From an optimization exercise on the open Yosys and OpenROAD flow, aimed at small area, a short achievable clock period and few clock cycles; shortcuts taken in it are not production practice.
The RTL was checked by simulation tests, not by an equivalence proof against the original design.
No driver is modelled on the clock port, so clocking that relies on it looks cheaper here than on a real chip.
Power figures rest on the tool's default switching activity, not on a simulated workload.

[design/flow/constraint.sdc]
create_clock -name core_clock -period 10.0 [get_ports {clk}]
set_input_delay 2.0000 -clock core_clock [delete_from_list [all_inputs] [get_ports {clk}]]
set_output_delay 2.0000 -clock core_clock [all_outputs]
set_load 0.01 [all_outputs]
[design/flow/standard.sh]
#!/bin/bash
# synth_recipe.tcl (not shown) runs the flow's synth.tcl, then flattens the netlist and writes it again
# the make line also repeats each setting of config.mk as NAME=value (left out here)
make -C /OpenROAD-flow-scripts/flow DESIGN_CONFIG=/design/flow/config.mk WORK_HOME=/design/flow/orfs CLKGATE_MAP_FILE= SYNTH_SCRIPT=/design/flow/synth_recipe.tcl "${@:-finish}"
[design/flow/flow/run.sh]
#!/bin/bash
# Standard layout (the standard flow's synthesis, constraints and steps) with these
# changes to how it is made:
#  - port buffers are buf_1 cells instead of the default choice;
#  - up to clock-tree synthesis, timing repair aims for a setup margin of
#    M1 ns, so the resizer improves the critical paths below the 10 ns clock;
#    it repairs the worst path only (TNS_END_PERCENT 0), since only the
#    worst slack counts;
#  - after the standard post-CTS repair, flow/post_cts.tcl runs one more
#    sizing-only repair pass toward the same margin;
set -euo pipefail
M1=6.3
M2=6.3
BUF="BUFFER_PORTS_ARGS=-buffer_cell sky130_fd_sc_hd__buf_1"
bash standard.sh SETUP_SLACK_MARGIN=$M1 TNS_END_PERCENT=0 "$BUF" "POST_CTS_TCL=$PWD/flow/post_cts.tcl" cts > flow_make_1.log 2>&1
bash standard.sh SETUP_SLACK_MARGIN=$M2 TNS_END_PERCENT=0 "$BUF" "POST_GLOBAL_ROUTE_TCL=$PWD/flow/post_grt.tcl" finish > flow_make_2.log 2>&1
[design/flow/design.v]
`timescale 1ns/1ps
module cpu_core (
    input  logic        clk,
    input  logic        rst,
    input  logic [15:0] instr_in,
    output logic [15:0] pc,
    output logic        dmem_req_valid,
    output logic        dmem_req_store,
    output logic [15:0] dmem_req_addr,
    output logic [15:0] dmem_req_wdata,
    input  logic        dmem_rsp_credit,
    input  logic [15:0] dmem_rsp_rdata
);
    logic [1:0]  cls;
    logic [2:0]  op, dst;
    logic [4:0]  low;
    logic [7:0]  s1, sb;       
    logic        ir_valid;
    logic        credit_q;
    logic        ld_pending;
    logic [2:0]  ld_dst;
    logic [15:0] regs [8];
    logic        clr;
    logic [2:0] f_rb;
    assign f_rb = (instr_in[15:14] == 2'b10) ? instr_in[10:8] : instr_in[4:2];
    logic [15:0] imm;
    assign imm = {{11{low[4]}}, low};
    logic is_alu, is_mem, is_jmp, is_ld;
    assign is_alu = ~cls[1];
    assign is_mem = cls[1] & ~cls[0] & (op[2:1] == 2'b00);
    assign is_ld  = is_mem & ~op[0];
    assign is_jmp = cls[1] & cls[0];
    logic use_s1, use_sb, use_dst;
    assign use_s1  = is_alu | is_mem | (is_jmp & ~op[2]);
    assign use_sb  = (cls == 2'b00) | is_mem | (is_jmp & ~op[2]);
    assign use_dst = is_alu | is_ld;
    logic [15:0] a, rbv;
    always_comb begin
        a   = '0;
        rbv = '0;
        for (int i = 0; i < 8; i++) begin
            a   = a   | (regs[i] & {16{s1[i]}});
            rbv = rbv | (regs[i] & {16{sb[i]}});
        end
    end
    logic [15:0] b;
    logic [2:0]  aop;
    logic        sub;
    logic [15:0] sum;
    logic [15:0] res;
    assign b   = cls == 2'b00 ? rbv : imm;
    assign aop = is_alu ? op : 3'd0;
    assign sub = (aop == 3'd1) | (aop == 3'd7);
    logic [15:0] bx, kp, kg;
    assign bx = b ^ {16{sub}};
    always_comb begin
        logic [15:0] p, g, pn, gn;
        p = a ^ bx;
        g = a & bx;
        g[0] = g[0] | (p[0] & sub);
        kp = p;
        for (int d = 1; d < 16; d = d * 2) begin
            gn = g;
            pn = p;
            for (int i = d; i < 16; i++) begin
                gn[i] = g[i] | (p[i] & g[i-d]);
                pn[i] = p[i] & p[i-d];
            end
            g = gn;
            p = pn;
        end
        kg = g;
    end
    assign sum = kp ^ {kg[14:0], sub};
    always_comb begin
        case (aop)
            3'd0, 3'd1: res = sum;
            3'd2: res = a & b;
            3'd3: res = a | b;
            3'd4: res = a ^ b;
            3'd5: res = a << b[3:0];
            3'd6: res = a >> b[3:0];
            default: res = {15'd0, (a[15] ^ b[15]) ? a[15] : sum[15]};
        endcase
    end
    logic cond, taken;
    always_comb begin
        case (op)
            3'd0: cond = 1'b1;
            3'd1: cond = (a == 16'd0);
            3'd2: cond = (a != 16'd0);
            3'd3: cond = a[15];
            default: cond = 1'b0;
        endcase
    end
    assign taken = ir_valid & is_jmp & cond;
    logic [7:0] ld_oh;
    always_comb begin
        ld_oh = '0;
        ld_oh[ld_dst] = 1'b1;
    end
    logic haz, avail, ld_wr, stall, issue, e_wr;
    assign haz   = ld_pending & ((use_s1 & |(s1 & ld_oh)) |
                                 (use_sb & |(sb & ld_oh)) |
                                 (use_dst & (dst == ld_dst)));
    assign avail = (credit_q & ~dmem_req_valid) | dmem_rsp_credit;
    assign ld_wr = ld_pending & dmem_rsp_credit;
    assign e_wr  = ir_valid & is_alu;
    assign stall = ir_valid & (haz | (is_mem & ~avail) | (is_alu & ld_wr));
    assign issue = ir_valid & is_mem & ~haz & avail;
    logic [7:0]  we;
    logic [2:0]  wa;
    logic [15:0] wd;
    logic        ld_sel, alu_sel;
    assign wa      = ld_wr ? ld_dst : dst;
    assign ld_sel  = ld_wr & ~clr;
    assign alu_sel = ~ld_wr & ~clr;
    assign wd      = ({16{ld_sel}} & dmem_rsp_rdata) | ({16{alu_sel}} & res);
    always_comb begin
        for (int i = 0; i < 8; i++)
            we[i] = clr | ((ld_wr | (e_wr & ~haz)) & (wa == 3'(i)));
    end
    always_ff @(posedge clk) begin
        for (int i = 0; i < 8; i++)
            if (we[i]) regs[i] <= wd;
    end
    always_ff @(posedge clk or posedge rst) begin
        if (rst) clr <= 1'b1;
        else     clr <= 1'b0;
    end
    always_ff @(posedge clk or posedge rst) begin
        if (rst) begin
            pc       <= '0;
            ir_valid <= 1'b0;
        end else if (!stall) begin
            pc       <= taken ? rbv : pc + 16'd1;
            ir_valid <= ~taken;
        end
    end
    always_ff @(posedge clk) begin
        if (!stall) begin
            cls <= instr_in[15:14];
            op  <= instr_in[13:11];
            dst <= instr_in[10:8];
            low <= instr_in[4:0];
            for (int i = 0; i < 8; i++) begin
                s1[i] <= (instr_in[7:5] == 3'(i));
                sb[i] <= (f_rb == 3'(i));
            end
        end
    end
    always_ff @(posedge clk or posedge rst) begin
        if (rst) begin
            dmem_req_valid <= 1'b0;
            credit_q       <= 1'b1;
            ld_pending     <= 1'b0;
        end else begin
            dmem_req_valid <= issue;
            credit_q       <= avail & ~issue;
            if (issue) ld_pending <= is_ld;
            else if (dmem_rsp_credit) ld_pending <= 1'b0;
        end
    end
    always_ff @(posedge clk) begin
        dmem_req_store <= op[0];
        dmem_req_addr  <= sum;
        dmem_req_wdata <= rbv;
        if (issue) ld_dst <= dst;
    end
endmodule
[design/flow/flow/post_cts.tcl]
# Extra sizing pass after the standard post-CTS repair: upsize and swap pins
# only, toward the same setup margin, then legalize again.
repair_timing -setup -setup_margin $::env(SETUP_SLACK_MARGIN) -repair_tns 0 -sequence sizeup,swap -verbose
detailed_placement
check_placement -verbose
[design/flow/config.mk]
export PLATFORM = sky130hd
export DESIGN_NAME = cpu_core
export DESIGN_NICKNAME = cpu_core
export VERILOG_FILES = /design/flow/design.v
export SDC_FILE = /design/flow/constraint.sdc
export NUM_CORES = 4
export LEC_CHECK = 0
export CAP_MARGIN = 20
export CORE_MARGIN = 2
export CORE_UTILIZATION = 50
export CTS_BUF_LIST = sky130_fd_sc_hd__clkbuf_16
export CTS_CLUSTER_DIAMETER = 120
export CTS_CLUSTER_SIZE = 25
export SLEW_MARGIN = 20
[design/flow/flow/post_grt.tcl]
# Extra sizing pass after the standard global-route repair, with global-route
# parasitics: upsize and swap pins only, toward the same setup margin; then
# legalize, re-route the changed nets and rewrite the route guides.
global_route -start_incremental
repair_timing -setup -setup_margin $::env(SETUP_SLACK_MARGIN) -repair_tns 0 -sequence sizeup,swap -verbose
detailed_placement
global_route -end_incremental
estimate_parasitics -global_routing
check_placement -verbose
write_guides $::env(RESULTS_DIR)/route.guide
==> flow_summary.toml <==
[die]
die_width_microns = 161
start_util_pct = 50.7
ios = 85
row_count = 57
die_area_sq_um = 25900
fp.coreArea_sq_um = 24200
die_y_microns = 161

[synth]
synth-async-reset-ratio_pct = 9.81
yosys.area.top_type_share_pct = 39.1
avgSynthCellArea_sq_um = 10.7
yosysWarnings = 2
synthFlopType = "edfxtp_1"
seq_area_frac_synth_pct = 48.8
synthTopCellsByArea = "edfxtp_1 39%, a22oi_1 8.6%, dfxtp_1 5.4%"
synth_seq_cells = 214
syn_area_sq_um = 12300
synthesis.instances = 1154
synth_nets = 1242
synth_top_area_cell = "edfxtp_1"
synth_edf_count = 160
yosysUniqueCellTypes = 84

[sta]
period_share_pct = 38.7
maxSlewHeadroom_pct = 21.6
finClkSkew_ps = 44.7
fmax_mhz = 258
setup_viol = 0
hold-worst-slack_ps = 560
hold_viol = 0
tightest_slew_ps = 1160
tns_ps = 0
fin_crit_ps = 3870
worst_slack_ps = 6130
slew_viol_final = 0

[clocking]
cts.clk_slew.worst_paths_ps = 100
cts_tree = "yes"
clkSinkCount = 214
clock_latency_ps = 510

[status]
status = "timing/DRC/antenna clean"

[grt]
antenna_found_initial = 1
grt.total_usage_pct = 32.9
grt_max_degree = 63
grt-ovfl-total = 0
grt_pass1_wl_microns = 63900
grt_pass1_vias = 10000

[critical_path]
path_class = "reg -> reg"
endpoint = "regs[3][4]$_DFFE_PP_"
r2r_start = "sb[0]$_DFFE_PN_"
crit_required_ps = 10230
startpoint_type = "flop"
cp-startpoint = "sb[0]$_DFFE_PN_"
worstPathMaxFanout = 9
r2r_cells = 16
cp.arrival_ps = 4110
rrSetupSlack_ps = 6130
timing.rr.end = "regs[3][4]$_DFFE_PP_"
critPathCaptureType = "flop"

[cells_and_area]
syn_to_final_growth_pct = 17.6
layout.nets = 1372
drive_gt1_share_pct = 19.2
fill_cells = 2080
register_area_sq_um = 5990
antennaDiodeCount = 0
multi_input_area_sq_um = 6130

[detailed_routing]
wirelength_microns = 43900
drtAntennaViolNets = 0
dr.pass1.iters = 6
wire_per_inst_microns = 27.2
initialDrtViolationCount = 1610
num_vias = 10938
drc = 0
vias_per_cell = 6.77

[placement]
place_congestion = 0.957
place_ws_ps = 4800
dp_hpwl_microns = 28500
numPortBuffers = 84

[job]
maxCapViolations = 0

[power]
ir_worst_vdd_uv = 130
power_density_nw_per_um2 = 242
p_leak_nw = 5.42

[worst_hold_path]
hp-class = "reg -> reg"
per-layer routing:
layer / GRT usage (%) / routed length (microns)
met1: 47.1 / 17300
met2: 49.1 / 18700
met3: 7.33 / 5790
met4: 12.5 / 2090
met5: 0 / 13
stage by stage:
step	cell area, sq um	total power, W	cells	utilization [%]
finish	14500	0.00350	1615	59.6
detailed placement	12800	0.00264	1504	52.6
global placement	12800	0.00265	1504	52.6
floorplan	12300	0.00219	1154	-
synth_stat cells, drive strengths merged (6+ instances only):
cell type	number
or3	9
a31oi	9
nand3	15
and2	6
a222oi	7
nor2b	7
nand2b	9
nand2	58
dfrtp	19
inv	60
buf	42
nand4	39
ha	52
xor2	9
and3	17
clkbuf	36
o21ai	59
o22ai	6
a22oi	144
a211oi	19
nor2	50
nor4	7
mux2i	18
xnor2	25
dfxtp	33
a221oi	13
mux2	12
nor3b	8
a21oi	60
edfxtp	160
o31ai	8
a221o	6
nor3	57
a21o	13
how the worst min path moves through the flow:
stage                             endpoint                from  depth (start not counted)  slack, ps
finish                  pc[15]$_DFFE_PP0N_  pc[15]$_DFFE_PP0N_                          2        560
detailed placement      pc[15]$_DFFE_PP0N_  pc[15]$_DFFE_PP0N_                          2        540
global placement        pc[15]$_DFFE_PP0N_  pc[15]$_DFFE_PP0N_                          2        530
floorplan           dmem_req_store$_DFF_P_     op[0]$_DFFE_PN_                          0        400
kinds of logic (layout without fill, tap and decap cells):
kind of cell	count (synthesis)	after routing	share of synthesized area, %
xor gates and xnor gates	34	34	2.48
adders and majority gates	53	53	5.46
and+or+nand+nor	297	297	12.8
muxes	30	32	2.57
AOI/OAI and AO/OA	387	387	22.5
DFF	214	214	48.8
other	1	1	0.0305
buffers and inverters	138	273	5.42
final cells by class:
type | instances | area share, %
repair buffers | 191 | 8.94
flip-flops and latches | 214 | 41.5
inverters | 60 | 1.68
clock buffers | 13 | 2.25
clock inverters | 9 | 0.467
multi-input cells | 804 | 42.4
well taps | 324 | 2.80
critical path, cell delays in order (launching register included):
cell and delay [ps]:
edfxtp_1 440, buf_12 180, a22oi_1 190, nand4_1 260, mux2_4 390, inv_4 90, xnor2_4 130, inv_2 50
fa_2 340, nor2b_1 120, o21a_1 190, buf_6 120, nor2_4 30, xnor2_2 160, a221oi_2 300, o21ai_1 140
a221o_2 460
state kept, by name (all words and copies together), names as in the netlist, 2 cells and up:
signal / cells
pc: 16
dst: 3
sb: 8
low: 5
s1: 8
regs: 128
dmem_req_addr: 16
ld_dst: 3
cls: 2
dmem_req_wdata: 16
op: 3
power by group:
group	total (W)	switching, W	internal, W
registers	0.00144	0.000167	0.00127
logic	0.00150	0.000940	0.000564
clock network	0.000564	0.000314	0.000250
total	0.00350	0.00142	0.00208
placed cells by master, fill, tap and decap left out, types with 15 or more instances in the layout:
cell	Yosys	layout
nand2_1	58	58
inv_1	59	58
xnor2_1	25	22
nor2_1	49	47
ha_1	52	48
a22oi_1	140	130
dfrtp_1	19	19
a21oi_1	60	51
and3_1	17	15
nor3_1	50	48
edfxtp_1	160	160
nand4_1	39	39
buf_1	7	84
buf_4	5	85
dfxtp_1	33	33
a211oi_1	18	16
o21ai_0	56	37
mux2i_1	18	17
Testbench counts, summed over its fixed seeds: cycles 43,778.

[port drivers added, routing unchanged]
In the flow no input, the clock included, has a driving cell. The finished layout below was timed again as built, in two steps.
Step 1: set_driving_cell puts a clkbuf_16 on clk and a buf_2 on each other input, an assumption about the parent block.
Step 2 moves the port delays by t, midway between the first and last clock arrival at a register: inputs arrive t later, outputs are due t later. That takes back most of the time a late clock gives input paths.
Slacks: ideal ports / drivers / drivers and shift; pairs: ideal ports / drivers.
shift t [ns]: 0.538
setup WS [ns]: 6.126 / 6.126 / 5.758
slew at the worst register clock pin (ns): 0.11 / 0.11
After both steps this run still meets setup and hold. For this run, drivers alone change the setup slack by 0.000 ns; drivers and shift together by -0.368 ns.
